Source: an optimization exercise on an open RTL-to-GDS flow (aim: small area, a short achievable clock period and few clock cycles per item). Production flows keep margins and buffers that such runs may drop.
Function was checked by simulation only, so behaviour that the tests miss may differ from the original.
Power and IR drop assume default switching activity.

sierra:
==> flow/design.v <==
package gray_histogram_pkg;
  localparam int NUM_BINS = 256;
  localparam int NUM_PIX  = 256 * 256;
  localparam int LO_W       = 12;
  localparam int HI_ENTRIES = NUM_PIX >> LO_W;
endpackage
import gray_histogram_pkg::*;
module histogram_predec
#(
  parameter int W = 3
) (
  input  logic           en,
  input  logic [W-1:0]   a,
  output logic [2**W-1:0] y
);
  for (genvar k = 0; k < 2**W; k++) begin : g_y
    assign y[k] = en && a == W'(k);
  end
endmodule
module histogram_bin_ram
#(
  parameter int LW = 12,
  parameter int AW = 8,
  parameter int GW = 2    
) (
  input  logic          clock,
  input  logic          clr,
  input  logic          we,
  input  logic [AW-1:0] wr_addr,
  input  logic [LW-1:0] wr_data,
  input  logic          rd_sel,     
  input  logic [AW-1:0] rd_addr_a,  
  input  logic [AW-1:0] rd_addr_b,
  output logic [LW-1:0] rd_data     
);
  localparam int NB = 1 << AW;
  localparam int NG = 1 << GW;
  localparam int GS = NB / NG;
  localparam int W0 = 3;
  localparam int W1 = AW - W0 - GW;
  logic [LW-1:0] mem [NB];
  logic [LW-1:0] wd;
  logic [LW-1:0] grp_q [NG];
  logic [NB-1:0] word;
  assign wd = clr ? '0 : wr_data;
  for (genvar i = 0; i < NB; i++) begin : g_bin
    always_ff @(posedge clock) begin
      if (clr || (we && wr_addr == AW'(i))) mem[i] <= wd;
    end
  end
  logic [2**W0-1:0] a0, b0;
  logic [2**W1-1:0] a1, b1;
  logic [NG-1:0]    a2, b2;
  histogram_predec #(.W(W0)) u_pa0 (.en(1'b1),    .a(rd_addr_a[W0-1:0]),        .y(a0));
  histogram_predec #(.W(W1)) u_pa1 (.en(1'b1),    .a(rd_addr_a[W0+W1-1:W0]),    .y(a1));
  histogram_predec #(.W(GW)) u_pa2 (.en(rd_sel),  .a(rd_addr_a[AW-1:W0+W1]),    .y(a2));
  histogram_predec #(.W(W0)) u_pb0 (.en(1'b1),    .a(rd_addr_b[W0-1:0]),        .y(b0));
  histogram_predec #(.W(W1)) u_pb1 (.en(1'b1),    .a(rd_addr_b[W0+W1-1:W0]),    .y(b1));
  histogram_predec #(.W(GW)) u_pb2 (.en(!rd_sel), .a(rd_addr_b[AW-1:W0+W1]),    .y(b2));
  for (genvar i = 0; i < NB; i++) begin : g_word
    localparam int I0 = i % (2**W0);
    localparam int I1 = (i / (2**W0)) % (2**W1);
    localparam int I2 = i / (2**(W0+W1));
    assign word[i] = (a0[I0] && a1[I1] && a2[I2]) || (b0[I0] && b1[I1] && b2[I2]);
  end
  for (genvar g = 0; g < NG; g++) begin : g_grp
    logic [LW-1:0] sel;
    always_comb begin
      sel = '0;
      for (int j = 0; j < GS; j++)
        sel |= {LW{word[g * GS + j]}} & mem[g * GS + j];
    end
    always_ff @(posedge clock) grp_q[g] <= sel;
  end
  always_comb begin
    rd_data = '0;
    for (int g = 0; g < NG; g++) rd_data |= grp_q[g];
  end
endmodule
module histogram_hi_table
#(
  parameter int HW = 5,
  parameter int NE = 16,
  parameter int AW = 8
) (
  input  logic          clock,
  input  logic          clr,
  input  logic          we,
  input  logic [AW-1:0] wr_addr,
  input  logic [HW-1:0] wr_data,
  input  logic [AW-1:0] rd_addr,
  output logic [HW-1:0] rd_data
);
  logic [AW-1:0] tag [NE];
  logic [HW-1:0] hi  [NE];
  logic [NE-1:0] used, wmatch, first_free, wsel;
  always_comb begin
    logic seen;
    seen = 1'b0;
    for (int e = 0; e < NE; e++) begin
      used[e]       = |hi[e];
      wmatch[e]     = used[e] && tag[e] == wr_addr;
      first_free[e] = !used[e] && !seen;
      seen          = seen | !used[e];
    end
    wsel = (|wmatch) ? wmatch : first_free;
  end
  for (genvar e = 0; e < NE; e++) begin : g_ent
    always_ff @(posedge clock) begin
      if (clr) begin
        hi[e] <= '0;
      end else if (we && wsel[e]) begin
        tag[e] <= wr_addr;
        hi[e]  <= wr_data;
      end
    end
  end
  always_comb begin
    rd_data = '0;
    for (int e = 0; e < NE; e++)
      rd_data |= {HW{used[e] && tag[e] == rd_addr}} & hi[e];
  end
endmodule
import gray_histogram_pkg::*;
module gray_histogram
#(
  parameter int IMG_W  = 256,
  parameter int IMG_H  = 256,
  parameter int ADDR_W = 16,
  parameter int PIX_W  = 8,
  parameter int CNT_W  = 17
) (
  input  logic              clock,
  input  logic              reset,
  input  logic              io_start,
  output logic              io_busy,
  output logic              io_done,
  output logic [ADDR_W-1:0] io_gray_addr,
  input  logic [PIX_W-1:0]  io_gray_data,
  input  logic [PIX_W-1:0]  io_hist_addr,
  output logic [CNT_W-1:0]  io_hist_data
);
  localparam int N    = IMG_W * IMG_H;
  localparam int HI_W = CNT_W - LO_W;
  logic             go;         
  logic             fetch;      
  logic             clr;        
  logic             v0, v1, v2, v3;
  logic             z1, z2;     
  logic [PIX_W-1:0] p1, p2, p3;
  logic             h1, h2;     
  logic [CNT_W-1:0] f1, f2;     
  logic [CNT_W-1:0] rd;
  logic [CNT_W-1:0] base, inc;
  logic [LO_W-1:0]  lo_rd;
  logic [HI_W-1:0]  hi_rd, hi_q;
  assign go = !io_busy && !io_done && io_start;
  always_ff @(posedge clock) begin
    if (reset) begin
      io_busy      <= 1'b0;
      io_done      <= 1'b0;
      fetch        <= 1'b0;
      clr          <= 1'b0;
      v0           <= 1'b0;
      v1           <= 1'b0;
      v2           <= 1'b0;
      v3           <= 1'b0;
      io_gray_addr <= '0;
    end else begin
      clr <= go;
      v0  <= go || fetch;
      v1  <= v0;
      v2  <= v1;
      v3  <= v2;
      if (go) begin
        io_busy <= 1'b1;
        fetch   <= 1'b1;
      end
      if (go || fetch) begin
        io_gray_addr <= io_gray_addr + 1'b1;
        if (io_gray_addr == ADDR_W'(N - 1)) fetch <= 1'b0;
      end
      if (v2 && !v1) begin
        io_busy <= 1'b0;
        io_done <= 1'b1;
      end
      if (io_done && !io_start) io_done <= 1'b0;
    end
  end
  always_ff @(posedge clock) begin
    hi_q <= hi_rd;
    p1   <= io_gray_data;
    z1   <= clr;
    rd   <= io_hist_data;
    p2   <= p1;
    z2   <= z1;
    h1   <= v1 && v2 && p1 == p2;
    h2   <= v1 && v3 && p1 == p3;
    p3   <= p2;
    f1   <= inc;
    f2   <= f1;
  end
  assign io_hist_data = {hi_q, lo_rd};
  assign base = h1 ? f1 : h2 ? f2 : z2 ? '0 : rd;
  assign inc  = base + CNT_W'(1);
  histogram_bin_ram #(
    .LW(LO_W),
    .AW(PIX_W)
  ) u_bins (
    .clock  (clock),
    .clr    (clr),
    .we     (v2),
    .wr_addr(p2),
    .wr_data(inc[LO_W-1:0]),
    .rd_sel   (v0),
    .rd_addr_a(io_gray_data),
    .rd_addr_b(io_hist_addr),
    .rd_data  (lo_rd)
  );
  histogram_hi_table #(
    .HW(HI_W),
    .NE(HI_ENTRIES),
    .AW(PIX_W)
  ) u_hi (
    .clock  (clock),
    .clr    (clr),
    .we     (v2 && inc[LO_W-1:0] == '0),
    .wr_addr(p2),
    .wr_data(inc[CNT_W-1:LO_W]),
    .rd_addr(v0 ? io_gray_data : io_hist_addr),
    .rd_data(hi_rd)
  );
endmodule
clock: 6.0 ns
lec_check: 0
cap_margin: 20
core_margin: 2
core_utilization: 33
cts_buf_list: sky130_fd_sc_hd__clkbuf_8
cts_cluster_diameter: 40
cts_cluster_size: 20
setup_slack_margin: 2.5
slew_margin: 20
synth_memory_max_bits: 8192
run.sh (not shown) runs the stock make flow with config.mk's settings and CLKGATE_MAP_FILE= SYNTH_SCRIPT=/design/flow/synth_recipe.tcl, a recipe that flattens the netlist after the stock synthesis.
Per the final summary, sierra finished and its layout is clean on timing, DRC and antenna.
Testbench counts of sierra, summed over its fixed seeds: cycles 526,360, images 8.
Relative to sierra, the following input files were edited for amber:
==> flow/design.v, changed modules only <==
module histogram_bin_ram
#(
  parameter int LW = 12,
  parameter int AW = 8,
  parameter int GW = 2    
) (
  input  logic          clock,
  input  logic          clr,
  input  logic          we,
  input  logic [AW-1:0] wr_addr,
  input  logic [LW-1:0] wr_data,
  input  logic [AW-1:0] rd_addr,    
  output logic [LW-1:0] rd_data     
);
  localparam int NB = 1 << AW;
  localparam int NG = 1 << GW;
  localparam int GS = NB / NG;
  localparam int SW = AW - GW;
  logic [LW-1:0] mem [NB];
  logic [LW-1:0] wd;
  logic [LW-1:0] grp_q [NG];
  logic [GW-1:0] gsel_q;
  assign wd = clr ? '0 : wr_data;
  for (genvar i = 0; i < NB; i++) begin : g_bin
    always_ff @(posedge clock) begin
      if (clr || (we && wr_addr == AW'(i))) mem[i] <= wd;
    end
  end
  for (genvar g = 0; g < NG; g++) begin : g_grp
    logic [LW-1:0] sel;
    always_comb begin
      sel = '0;
      for (int j = 0; j < GS; j++)
        sel |= {LW{rd_addr[SW-1:0] == SW'(j)}} & mem[g * GS + j];
    end
    always_ff @(posedge clock) grp_q[g] <= sel;
  end
  always_ff @(posedge clock) gsel_q <= rd_addr[AW-1:SW];
  assign rd_data = grp_q[gsel_q];
endmodule
module gray_histogram
#(
  parameter int IMG_W  = 256,
  parameter int IMG_H  = 256,
  parameter int ADDR_W = 16,
  parameter int PIX_W  = 8,
  parameter int CNT_W  = 17
) (
  input  logic              clock,
  input  logic              reset,
  input  logic              io_start,
  output logic              io_busy,
  output logic              io_done,
  output logic [ADDR_W-1:0] io_gray_addr,
  input  logic [PIX_W-1:0]  io_gray_data,
  input  logic [PIX_W-1:0]  io_hist_addr,
  output logic [CNT_W-1:0]  io_hist_data
);
  localparam int N    = IMG_W * IMG_H;
  localparam int HI_W = CNT_W - LO_W;
  logic             go;         
  logic             fetch;      
  logic             clr;        
  logic             v0, v1, v2, v3;
  logic             z1, z2;     
  logic [PIX_W-1:0] p1, p2, p3;
  logic             h1, h2;     
  logic [CNT_W-1:0] f1, f2;     
  logic [CNT_W-1:0] rd;
  logic [CNT_W-1:0] base, inc;
  logic [PIX_W-1:0] rd_addr;
  logic [LO_W-1:0]  lo_rd;
  logic [HI_W-1:0]  hi_rd, hi_q;
  assign go = !io_busy && !io_done && io_start;
  always_ff @(posedge clock) begin
    if (reset) begin
      io_busy      <= 1'b0;
      io_done      <= 1'b0;
      fetch        <= 1'b0;
      clr          <= 1'b0;
      v0           <= 1'b0;
      v1           <= 1'b0;
      v2           <= 1'b0;
      v3           <= 1'b0;
      io_gray_addr <= '0;
    end else begin
      clr <= go;
      v0  <= go || fetch;
      v1  <= v0;
      v2  <= v1;
      v3  <= v2;
      if (go) begin
        io_busy <= 1'b1;
        fetch   <= 1'b1;
      end
      if (go || fetch) begin
        io_gray_addr <= io_gray_addr + 1'b1;
        if (io_gray_addr == ADDR_W'(N - 1)) fetch <= 1'b0;
      end
      if (v2 && !v1) begin
        io_busy <= 1'b0;
        io_done <= 1'b1;
      end
      if (io_done && !io_start) io_done <= 1'b0;
    end
  end
  assign rd_addr = v0 ? io_gray_data : io_hist_addr;
  always_ff @(posedge clock) begin
    hi_q <= hi_rd;
    p1   <= io_gray_data;
    z1   <= clr;
    rd   <= io_hist_data;
    p2   <= p1;
    z2   <= z1;
    h1   <= v1 && v2 && p1 == p2;
    h2   <= v1 && v3 && p1 == p3;
    p3   <= p2;
    f1   <= inc;
    f2   <= f1;
  end
  assign io_hist_data = {hi_q, lo_rd};
  assign base = h1 ? f1 : h2 ? f2 : z2 ? '0 : rd;
  assign inc  = base + CNT_W'(1);
  histogram_bin_ram #(
    .LW(LO_W),
    .AW(PIX_W)
  ) u_bins (
    .clock  (clock),
    .clr    (clr),
    .we     (v2),
    .wr_addr(p2),
    .wr_data(inc[LO_W-1:0]),
    .rd_addr(rd_addr),
    .rd_data(lo_rd)
  );
  histogram_hi_table #(
    .HW(HI_W),
    .NE(HI_ENTRIES),
    .AW(PIX_W)
  ) u_hi (
    .clock  (clock),
    .clr    (clr),
    .we     (v2 && inc[LO_W-1:0] == '0),
    .wr_addr(p2),
    .wr_data(inc[CNT_W-1:LO_W]),
    .rd_addr(rd_addr),
    .rd_data(hi_rd)
  );
endmodule
// module histogram_predec removed
--- outcome ---
Going from sierra to amber, final non-filler cell area shows a reduction of 2300 sq um, overall power consumption increased about 4%, half-perimeter wire length of the detailed placement result went down by 11%, count of buffer and inverter cells on the critical path lower, number of buffers added on ports shows no meaningful change.
Going from sierra to amber, worst path setup slack after routing now sits lower, synthesized area now sits lower.
Initial antenna violation count delta for amber relative to sierra: 3 lower
Of sierra and amber, sierra shows the lower sequential power, with amber above it.
Looking at area fraction in compound gates after synthesis, amber sits below sierra.
Testbench counts of amber, summed over its fixed seeds: cycles 526,360, images 8.

[re-timing with driven ports]
No port has a modelled driver above. Below, the same layouts with a new extraction and two added sets of constraints. Step 1 (the two cells are an assumption about what drives the block):
set clk [get_ports {clock}]
set_driving_cell -lib_cell sky130_fd_sc_hd__clkbuf_16 $clk
set_driving_cell -lib_cell sky130_fd_sc_hd__buf_2 [delete_from_list [all_inputs] $clk]
Step 2, shift: input delay + t, output delay - t, t = (earliest + latest rising clock arrival at the registers) / 2. This alone moves slack from input paths to output paths. Three values: ideal, step 1, step 2; two values: the first two.
run | shift t [ns] | setup slack, ns | worst hold slack (ns) | worst setup path at the end | worst register clock-pin slew, ns
sierra | 1.256 | 2.326 / 2.204 / 0.948 | 0.331 / 0.331 / 0.331 | input to register | 0.10 / 0.10
amber | 1.256 | 2.205 / 2.100 / 1.160 | 0.334 / 0.317 / 0.334 | input to register | 0.11 / 0.11
After both steps setup and hold are still met in every run listed. For sierra, which loses most, drivers alone change the setup slack by -0.122 ns; drivers and shift together by -1.378 ns.
